Background: an optimization exercise with open tools, aiming at small area, a short achievable clock period and few clock cycles per item. Do not read the settings as production practice.
The RTL was checked by simulation tests, not by an equivalence proof against the original design.
Power and IR drop assume default switching activity.

===== design/flow/design.v =====
package rspt_pkg;
    localparam logic [1:0] SIGN_ZERO = 2'd0;
    localparam logic [1:0] SIGN_POS  = 2'd1;
    localparam logic [1:0] SIGN_NEG  = 2'd2;
    localparam logic CMD_CHANGE  = 1'b0;
    localparam logic CMD_PRODUCT = 1'b1;
    localparam int unsigned ELEM_W        = 11;
    localparam logic        REG_ELEMENTS  = 1'b0;
    localparam logic [ELEM_W-1:0] ELEMENTS_RESET = 11'd1024;
    localparam int unsigned POS_W = 10;
    localparam int unsigned VAL_W = 8;
    localparam int unsigned LO_W = 5;
    localparam int unsigned HI_W = POS_W - LO_W;
    localparam int unsigned NL   = 1 << LO_W;
    localparam int unsigned NB   = 1 << HI_W;
    localparam int unsigned DEPTH = 4;
endpackage
module rspt_cfg (
    input  logic                        i_clk,
    input  logic                        i_rst_n,
    input  logic                        i_psel,
    input  logic                        i_penable,
    input  logic                        i_pwrite,
    input  logic [2:0]                  i_paddr,
    input  logic [31:0]                 i_pwdata,
    output logic [31:0]                 o_prdata,
    output logic                        o_pready,
    output logic [rspt_pkg::ELEM_W-1:0] o_elements
);
    logic [rspt_pkg::ELEM_W-1:0] r_elements;
    logic                        w_wr;
    assign o_pready = 1'b1;
    assign w_wr     = i_psel && i_penable && i_pwrite && (i_paddr[2] == rspt_pkg::REG_ELEMENTS);
    always_ff @(posedge i_clk) begin
        if (!i_rst_n) begin
            r_elements <= rspt_pkg::ELEMENTS_RESET;
        end else if (w_wr) begin
            r_elements <= i_pwdata[rspt_pkg::ELEM_W-1:0];
        end
    end
    always_comb begin
        if (i_paddr[2] == rspt_pkg::REG_ELEMENTS) begin
            o_prdata = {{(32 - rspt_pkg::ELEM_W){1'b0}}, r_elements};
        end else begin
            o_prdata = '0;
        end
    end
    assign o_elements = r_elements;
endmodule
module rspt_ram (
    input  logic                                         i_clk,
    input  logic [rspt_pkg::NB-1:0]                      i_bsel_n,
    input  logic [rspt_pkg::NL-1:0]                      i_lsel_n,
    input  logic                                         i_nz,
    input  logic                                         i_nn,
    output logic [rspt_pkg::NB-1:0][rspt_pkg::NL-1:0]    o_nz,
    output logic [rspt_pkg::NB-1:0][rspt_pkg::NL-1:0]    o_nn
);
    localparam int unsigned NL = rspt_pkg::NL;
    localparam int unsigned NB = rspt_pkg::NB;
    logic [NB*NL-1:0] w_we;      
    logic [NB*NL-1:0] r_nz, r_nn;
    always_comb begin
        for (int b = 0; b < NB; b++) begin
            for (int k = 0; k < NL; k++) begin
                w_we[b*NL+k] = !(i_bsel_n[b] || i_lsel_n[k]);
            end
        end
    end
    always_ff @(posedge i_clk) begin
        for (int i = 0; i < NB*NL; i++) begin
            if (w_we[i]) begin
                r_nz[i] <= i_nz;
                r_nn[i] <= i_nn;
            end
        end
    end
    assign o_nz = r_nz;
    assign o_nn = r_nn;
endmodule
module rspt_engine_dec (
    input  logic [rspt_pkg::POS_W-1:0] i_first,
    input  logic [rspt_pkg::POS_W-1:0] i_last,
    output logic                       o_same,
    output logic [rspt_pkg::NL-1:0]    o_k_f,
    output logic [rspt_pkg::NL-1:0]    o_k_l
);
    localparam int unsigned LO_W = rspt_pkg::LO_W;
    localparam int unsigned HI_W = rspt_pkg::HI_W;
    localparam int unsigned NL   = rspt_pkg::NL;
    localparam int unsigned NB   = rspt_pkg::NB;
    logic [HI_W-1:0] w_fb, w_lb;
    logic [LO_W-1:0] w_fl, w_ll;
    logic            w_same;
    assign w_fb   = i_first[rspt_pkg::POS_W-1:LO_W];
    assign w_fl   = i_first[LO_W-1:0];
    assign w_lb   = i_last[rspt_pkg::POS_W-1:LO_W];
    assign w_ll   = i_last[LO_W-1:0];
    assign w_same = (w_fb == w_lb);
    assign o_same = w_same;
    always_comb begin
        for (int k = 0; k < NL; k++) begin
            o_k_l[k] = (k[LO_W-1:0] <= w_ll);
            o_k_f[k] = (k[LO_W-1:0] >= w_fl) && (!w_same || o_k_l[k]);
        end
    end
endmodule
module rspt_engine (
    input  logic [rspt_pkg::HI_W-1:0]                    i_fb,
    input  logic [rspt_pkg::HI_W-1:0]                    i_lb,
    input  logic                                         i_same,
    input  logic [rspt_pkg::NL-1:0]                      i_k_f,
    input  logic [rspt_pkg::NL-1:0]                      i_k_l,
    input  logic [rspt_pkg::NB-1:0][rspt_pkg::NL-1:0]    i_nz,
    input  logic [rspt_pkg::NB-1:0][rspt_pkg::NL-1:0]    i_nn,
    output logic [rspt_pkg::NB-1:0]                      o_zero,
    output logic [rspt_pkg::NB-1:0][1:0]                 o_par
);
    localparam int unsigned HI_W = rspt_pkg::HI_W;
    localparam int unsigned NL   = rspt_pkg::NL;
    localparam int unsigned NB   = rspt_pkg::NB;
    logic [NB-1:0] w_b_in, w_b_f, w_b_l;
    always_comb begin
        for (int b = 0; b < NB; b++) begin
            w_b_in[b] = (b[HI_W-1:0] > i_fb) && (b[HI_W-1:0] < i_lb);
            w_b_f[b]  = (b[HI_W-1:0] == i_fb);
            w_b_l[b]  = (b[HI_W-1:0] == i_lb) && !i_same;
        end
    end
    for (genvar b = 0; b < NB; b++) begin : g_blk
        logic [NL-1:0]   w_out;      
        logic [NL/2-1:0] w_z;
        logic [NL-1:0]   w_n;
        for (genvar k = 0; k < NL; k++) begin : g_leaf
            assign w_out[k] = !(w_b_in[b] || (w_b_f[b] && i_k_f[k]) || (w_b_l[b] && i_k_l[k]));
            assign w_n[k]   = !(w_out[k] || i_nn[b][k]);
        end
        for (genvar k = 0; k < NL/2; k++) begin : g_pair
            assign w_z[k] = !((w_out[2*k] || i_nz[b][2*k]) && (w_out[2*k+1] || i_nz[b][2*k+1]));
        end
        assign o_zero[b] = |w_z;
        assign o_par[b]  = {^w_n[NL-1:NL/2], ^w_n[NL/2-1:0]};
    end
endmodule
module range_sign_product_tree #(
    parameter int unsigned MAX_ELEMENTS = 1024
) (
    input  logic        i_clk,
    input  logic        i_rst_n,
    input  logic        i_s_tvalid,
    output logic        o_s_tready,
    input  logic [31:0] i_s_tdata,    
    input  logic        i_s_tuser,    
    output logic        o_m_tvalid,
    input  logic        i_m_tready,
    output logic [7:0]  o_m_tdata,    
    output logic        o_m_tuser,    
    input  logic        i_psel,
    input  logic        i_penable,
    input  logic        i_pwrite,
    input  logic [2:0]  i_paddr,
    input  logic [31:0] i_pwdata,
    output logic [31:0] o_prdata,
    output logic        o_pready
);
    localparam int unsigned POS_W = rspt_pkg::POS_W;
    localparam int unsigned EW    = rspt_pkg::ELEM_W;
    localparam int unsigned NB    = rspt_pkg::NB;
    localparam int unsigned NL    = rspt_pkg::NL;
    localparam int unsigned DEPTH = rspt_pkg::DEPTH;
    localparam int unsigned CW    = $clog2(DEPTH + 1);
    logic [EW-1:0] w_elements;
    rspt_cfg u_cfg (
        .i_clk      (i_clk),
        .i_rst_n    (i_rst_n),
        .i_psel     (i_psel),
        .i_penable  (i_penable),
        .i_pwrite   (i_pwrite),
        .i_paddr    (i_paddr),
        .i_pwdata   (i_pwdata),
        .o_prdata   (o_prdata),
        .o_pready   (o_pready),
        .o_elements (w_elements)
    );
    logic [CW-1:0] r_cnt;       
    logic          w_accept;
    logic          w_out_xfer;
    assign o_s_tready = (r_cnt < CW'(DEPTH));
    assign w_accept   = i_s_tvalid && o_s_tready;
    always_ff @(posedge i_clk) begin
        if (!i_rst_n) begin
            r_cnt <= '0;
        end else begin
            r_cnt <= r_cnt + CW'(w_accept && (i_s_tuser == rspt_pkg::CMD_PRODUCT))
                           - CW'(w_out_xfer);
        end
    end
    logic [POS_W-1:0] w_f, w_l;
    logic [EW-1:0]    w_n;
    logic             w_chg_ok;
    assign w_f      = i_s_tdata[9:0];
    assign w_l      = i_s_tdata[19:10];
    assign w_n      = w_elements;
    assign w_chg_ok = w_n[POS_W] || (w_f < w_n[POS_W-1:0]);
    logic          w_same;
    logic [NL-1:0] w_k_f, w_k_l;
    rspt_engine_dec u_dec (
        .i_first (w_f),
        .i_last  (w_l),
        .o_same  (w_same),
        .o_k_f   (w_k_f),
        .o_k_l   (w_k_l)
    );
    logic                     r0_prod;
    logic                     r0_gt, r0_over;
    logic [NB-1:0]            r0_wb_n;    
    logic [NL-1:0]            r0_wl_n;
    logic                     r0_nz, r0_nn;
    logic [rspt_pkg::HI_W-1:0] r0_fb, r0_lb;
    logic                     r0_same;
    logic [NL-1:0]            r0_k_f, r0_k_l;
    always_ff @(posedge i_clk) begin
        if (!i_rst_n) begin
            r0_prod <= 1'b0;
        end else begin
            r0_prod <= w_accept && (i_s_tuser == rspt_pkg::CMD_PRODUCT);
        end
    end
    always_ff @(posedge i_clk) begin
        for (int b = 0; b < NB; b++) begin
            r0_wb_n[b] <= i_rst_n && (w_f[POS_W-1:rspt_pkg::LO_W] != b[rspt_pkg::HI_W-1:0]);
        end
        for (int k = 0; k < NL; k++) begin
            r0_wl_n[k] <= i_rst_n &&
                          !(w_accept && (i_s_tuser == rspt_pkg::CMD_CHANGE) && w_chg_ok &&
                            (w_f[rspt_pkg::LO_W-1:0] == k[rspt_pkg::LO_W-1:0]));
        end
        r0_nz   <= i_rst_n && (i_s_tdata[27:20] != 8'd0);
    end
    always_ff @(posedge i_clk) begin
        r0_gt   <= (w_f > w_l);
        r0_over <= !w_n[POS_W] && (w_l >= w_n[POS_W-1:0]);
        r0_nn   <= !i_s_tdata[27];
        r0_fb   <= w_f[POS_W-1:rspt_pkg::LO_W];
        r0_lb   <= w_l[POS_W-1:rspt_pkg::LO_W];
        r0_same <= w_same;
        r0_k_f  <= w_k_f;
        r0_k_l  <= w_k_l;
    end
    logic [NB-1:0][NL-1:0] w_nz, w_nn;
    rspt_ram u_leaves (
        .i_clk   (i_clk),
        .i_bsel_n (r0_wb_n),
        .i_lsel_n (r0_wl_n),
        .i_nz    (r0_nz),
        .i_nn    (r0_nn),
        .o_nz    (w_nz),
        .o_nn    (w_nn)
    );
    logic [NB-1:0]      w_bzero;
    logic [NB-1:0][1:0] w_bpar;
    rspt_engine u_range (
        .i_fb    (r0_fb),
        .i_lb    (r0_lb),
        .i_same  (r0_same),
        .i_k_f   (r0_k_f),
        .i_k_l   (r0_k_l),
        .i_nz    (w_nz),
        .i_nn    (w_nn),
        .o_zero  (w_bzero),
        .o_par   (w_bpar)
    );
    logic          r1_v;
    logic          r1_bad;
    logic [NB-1:0]      r1_zero;
    logic [NB-1:0][1:0] r1_par;
    always_ff @(posedge i_clk) begin
        if (!i_rst_n) begin
            r1_v <= 1'b0;
        end else begin
            r1_v <= r0_prod;
        end
    end
    always_ff @(posedge i_clk) begin
        r1_bad  <= r0_gt || r0_over;
        r1_zero <= w_bzero;
        r1_par  <= w_bpar;
    end
    logic [2:0] w_res;    
    always_comb begin
        if (r1_bad || (|r1_zero)) begin
            w_res = {r1_bad, rspt_pkg::SIGN_ZERO};
        end else if (^r1_par) begin
            w_res = {1'b0, rspt_pkg::SIGN_NEG};
        end else begin
            w_res = {1'b0, rspt_pkg::SIGN_POS};
        end
    end
    logic [DEPTH-1:0]      r_fv;
    logic [DEPTH-1:0][2:0] r_fd;
    logic [DEPTH-1:0]      w_fv_s;
    logic [DEPTH-1:0][2:0] w_fd_s;
    assign w_out_xfer = r_fv[0] && i_m_tready;
    always_comb begin
        for (int k = 0; k < DEPTH; k++) begin
            if (w_out_xfer) begin
                w_fv_s[k] = (k + 1 < DEPTH) ? r_fv[(k + 1) % DEPTH] : 1'b0;
                w_fd_s[k] = (k + 1 < DEPTH) ? r_fd[(k + 1) % DEPTH] : r_fd[k];
            end else begin
                w_fv_s[k] = r_fv[k];
                w_fd_s[k] = r_fd[k];
            end
        end
    end
    always_ff @(posedge i_clk) begin
        if (!i_rst_n) begin
            r_fv <= '0;
        end else begin
            for (int k = 0; k < DEPTH; k++) begin
                r_fv[k] <= w_fv_s[k] ||
                           (r1_v && ((k == 0) ? 1'b1 : w_fv_s[(k + DEPTH - 1) % DEPTH]));
            end
        end
    end
    always_ff @(posedge i_clk) begin
        for (int k = 0; k < DEPTH; k++) begin
            if (!w_fv_s[k] && ((k == 0) || w_fv_s[(k + DEPTH - 1) % DEPTH])) begin
                r_fd[k] <= w_res;
            end else begin
                r_fd[k] <= w_fd_s[k];
            end
        end
    end
    assign o_m_tvalid = r_fv[0];
    assign o_m_tdata  = {6'b0, r_fd[0][1:0]};
    assign o_m_tuser  = r_fd[0][2];
endmodule

===== design/flow/config.mk =====
export PLATFORM = sky130hd
export DESIGN_NAME = range_sign_product_tree
export DESIGN_NICKNAME = range_sign_product_tree
export VERILOG_FILES = /design/flow/design.v
export SDC_FILE = /design/flow/constraint.sdc
export NUM_CORES = 4
export LEC_CHECK = 0
export CAP_MARGIN = 20
export CORE_MARGIN = 2
export CORE_UTILIZATION = 45
export CTS_CLUSTER_DIAMETER = 80
export CTS_CLUSTER_SIZE = 30
export PLACE_DENSITY = 0.6
export SETUP_SLACK_MARGIN = 4.3
export SLEW_MARGIN = 20

===== design/flow/run.sh =====
#!/bin/bash
# synth_recipe.tcl (not shown) runs the flow's synth.tcl, then flattens the netlist and writes it again
# the make line also repeats each setting of config.mk as NAME=value (left out here)
make -C /OpenROAD-flow-scripts/flow DESIGN_CONFIG=/design/flow/config.mk WORK_HOME=/design/flow/orfs CLKGATE_MAP_FILE= SYNTH_SCRIPT=/design/flow/synth_recipe.tcl finish

===== design/flow/constraint.sdc =====
create_clock -name core_clock -period 8.0 [get_ports {i_clk}]
set_input_delay 1.6000 -clock core_clock [delete_from_list [all_inputs] [get_ports {i_clk}]]
set_output_delay 1.6000 -clock core_clock [all_outputs]
set_load 0.01 [all_outputs]

==> results.py <==
metrics = {
    "run_status": {
        "status": "complete, no violations",
    },
    "clock_tree": {
        "clockBufferDepth": 3,
        "cts_tree": "built",
        "root_buffer": "clkbuf_16",
        "htreeDepth": 4,
        "cts.sinks": 2320,
        "clock_latency_ns": 0.87,
        "cts_made_buffers": 133,
        "clkSlewWorstSetupHoldPaths_ns": 0.11,
        "cts_hold_buf": 0,
    },
    "floorplan": {
        "fp.dieW_um": 486.3,
        "std_cell_rows": 177,
        "ios": 119,
        "die_height_um": 486.3,
        "start_util": 0.4514,
        "dieArea_sq_um": 236500,
        "core_area_sq_um": 231900,
    },
    "global_routing": {
        "antenna_found_initial": 42,
        "grt_max_degree": 213,
        "grt_remaining_overflow": 0,
        "grt_pass1_vias": 75715,
        "grt_util_all_layers": 0.3678,
        "grt_pass1_wl_um": 604300,
    },
    "synthesis": {
        "ys.flop_type": "edfxtp_1",
        "syn_avg_cell_area_sq_um": 12.09,
        "ys_types": 81,
        "synth-seq-area-share": 0.6407,
        "yosysMostFrequentCell": "nor2_1",
        "synth_top_area_share": 0.5909,
        "synth_cells": 8661,
        "synth_area_sq_um": 104700,
        "yosys_warnings": 5,
        "yosys-top-cells-count": "nor2_1, edfxtp_1, a221oi_1",
        "synth_edf_count": 2060,
        "synth.area.top_cells": "edfxtp_1, nor2_1, a221oi_1",
        "synth.largest_area_cell": "edfxtp_1",
        "yosys_register_bits": 2320,
        "synth-async-reset-ratio": 0,
    },
    "route": {
        "wire_per_inst_um": 38.80,
        "first_iter_violations": 16479,
        "firstDrtPassIters": 7,
        "via_per_inst": 7.111,
        "drt-total-wl_um": 449000,
        "drc": 0,
        "detail-route-antenna-nets": 0,
        "vias": 82294,
    },
    "worst_setup_path": {
        "worstPathCellList": "xor2_1, xnor2_1, xnor2_1, xnor2_1, xnor2_1, xnor2_1, nor3b_2, mux2_2",
        "cp_max_fo": 4,
        "worst_path_max_delay_cell": "xnor2_1",
        "crit_path_end_kind": "flop",
        "path_delay_family": "XOR/XNOR gates",
        "path_buf_inv": 0,
        "slowest_delay_ns": 0.67,
        "worstSetupPathType": "flop to flop",
        "start_kind": "flop",
        "cpMostUsedCell": "xnor2_1",
        "arrival_ns": 4.68,
        "critical_path_required_ns": 8.71,
    },
    "sta": {
        "finClkSkew_ns": 0.05400,
        "post-route-min-period_ns": 3.963,
        "clock.fmax_mhz": 252.3,
        "fin_crit_sh": 0.4954,
        "hold_viol": 0,
        "slew_viol_final": 0,
        "slew_headroom": 0.1707,
        "tns_ns": 0,
        "worst_pin_slew_ns": 1.244,
        "rsz0062_at_grt": "yes",
        "setup_violations": 0,
    },
    "layout": {
        "nets": 8487,
        "fillers": 20354,
        "final-seq-area_sq_um": 67430,
        "drive_gt1_frac": 0.08872,
        "final_util": 0.4903,
        "area_delta_synth_final_pct": 8.598,
        "multi_input_area_sq_um": 34870,
    },
    "worst_hold_path": {
        "hold_path_class": "flop to flop",
    },
    "pwr": {
        "p_per_area_nw_per_um2": 245.7,
        "ir_drop_v": 0.0002853,
        "p_leak_nw": 36.48,
    },
    "placement": {
        "place.gp.congestion": 0.9590,
        "io_buffers": 63,
        "place_hpwl_um": 247300,
    },
    "run": {
        "cap_violations": 0,
    },
}
kinds of logic (layout without fill, tap and decap cells):
group / Yosys count / count (layout) / synth area share
AOI/OAI and AO/OA: 1900 / 1900 / 0.1384
xor gates and xnor gates: 985 / 985 / 0.08249
adders and majority gates: 32 / 32 / 0.003897
buffers and inverters: 801 / 600 / 0.03134
DFF: 2320 / 2320 / 0.6407
muxes: 9 / 9 / 0.0009682
other: 2 / 71 / 0.00007174
and+or+nand+nor: 2612 / 2612 / 0.1021
flip-flops by register name, summed over array words and instances, names as in the netlist:
name and cells:
r_fv 4, r1_bad 1, r0_same 1, r0_nz 1
r0_fb 5, r0_over 1, r0_gt 1, r_fd 12
r1_v 1, u_cfg.r_elements 11, r0_wl_n 32, r1_zero 32
r0_nn 1, u_leaves.r_nz 1024, r0_wb_n 32, r0_k_l 32
r1_par 64, r_cnt 3, r0_lb 5, r0_k_f 32
r0_prod 1, u_leaves.r_nn 1024
routing by layer:
layer / share of wire / global-route usage / wire length [um]
met5: 0.00034 / 0 / 154
met4: 0.075 / 0.2489 / 33880
met3: 0.16 / 0.1198 / 71020
met2: 0.42 / 0.5272 / 189700
met1: 0.34 / 0.4738 / 154200
through the flow:
stage	hold slack, ns	worst slack (ns)	area, sq um	std cells	power, mW
after CTS	0.4492	4.217	113500	11527	27.61
after global routing	0.4661	4.174	113600	11531	28.38
after global placement	0.4026	2.949	108700	11281	19.56
after detailed placement	0.4260	3.020	108700	11283	19.63
after floorplan	0.3895	2.983	104800	8688	17.49
final	0.4453	4.037	113700	11572	27.93
power breakdown:
group          internal (mW)  switching, mW  total (mW)
clock                   3.75           4.49        8.24
combinational           1.56           3.41        4.96
sequential              14.0          0.762        14.7
total                   19.3           8.66        27.9
layout make-up:
class | instances | area share
Multi-Input combinational cell | 5567 | 0.3068
Clock buffer | 160 | 0.03191
Antenna cell | 42 | 0.0009246
Tap cell | 3043 | 0.03349
Sequential cell | 2320 | 0.5932
Clock inverter | 82 | 0.009752
Inverter | 43 | 0.001420
Timing Repair Buffer | 315 | 0.02253
worst paths after layout:
check / from / endpoint / slack, ns / cells after the start
worst min-delay path: r0_prod$_SDFF_PN0_ / r1_v$_SDFF_PN0_ / 0.45 / 1
worst min register to register: r0_prod$_SDFF_PN0_ / r1_v$_SDFF_PN0_ / 0.45 / 1
worst max register to register: r1_par[51]$_DFF_P_ / r_fd[7]$_DFFE_PP_ / 4.04 / 8
worst max-delay path: r1_par[51]$_DFF_P_ / r_fd[7]$_DFFE_PP_ / 4.04 / 8
placed cells by master (no fill, tap or decap), drive strengths merged, types with 10 or more instances in the layout:
master / synthesis / final
a31oi: 10 / 10
or3: 26 / 26
clkdlybuf4s50: 0 / 45
nand2: 97 / 97
nor3: 47 / 47
clkinv: 3 / 27
o31a: 16 / 16
inv: 40 / 83
o22ai: 499 / 499
and2: 22 / 22
a221oi: 885 / 885
nand4: 32 / 32
xor2: 193 / 193
nor4: 130 / 130
a21o: 21 / 21
diode: 0 / 42
nand2b: 12 / 12
o211ai: 26 / 26
dfxtp: 260 / 260
edfxtp: 2060 / 2060
o21a: 23 / 23
o21ai: 82 / 82
buf: 125 / 256
xnor2: 792 / 792
a22o: 48 / 48
a21oi: 128 / 128
ha: 31 / 31
clkbuf: 633 / 169
nor2b: 13 / 13
conb: 2 / 29
a22oi: 116 / 116
nor2: 2184 / 2184
timing repair:
item / CTS / global route
gates resized for setup: 56 / 29
setup endpoints to repair: 78 / 36
pin swaps: 3 / 2
buffers inserted: 2 / 2
Testbench counts, summed over its fixed seeds: cycles 9,624, items 9,600.

[what the ideal ports hide]
Ports are ideal in the flow. The routed layout listed here was re-timed in OpenROAD. Step 1, drivers: a clkbuf_16 drives i_clk and a buf_2 each remaining input, both assumed. Step 2 moves the port delays by t, midway between the first and last clock arrival at a register: inputs arrive t later, outputs are due t later. That takes back most of the time a late clock gives input paths. Three values: ideal ports, drivers, drivers and shift; two values: the first two.
t, ns: 0.950
setup slack, ns: 4.037 / 4.037 / 3.615
worst setup path at the end: input to register
worst data-port slew with drivers (ns): 0.08
After both steps this run still meets setup and hold. The setup slack of this run moves by 0.000 ns with the drivers and by -0.422 ns with both steps.
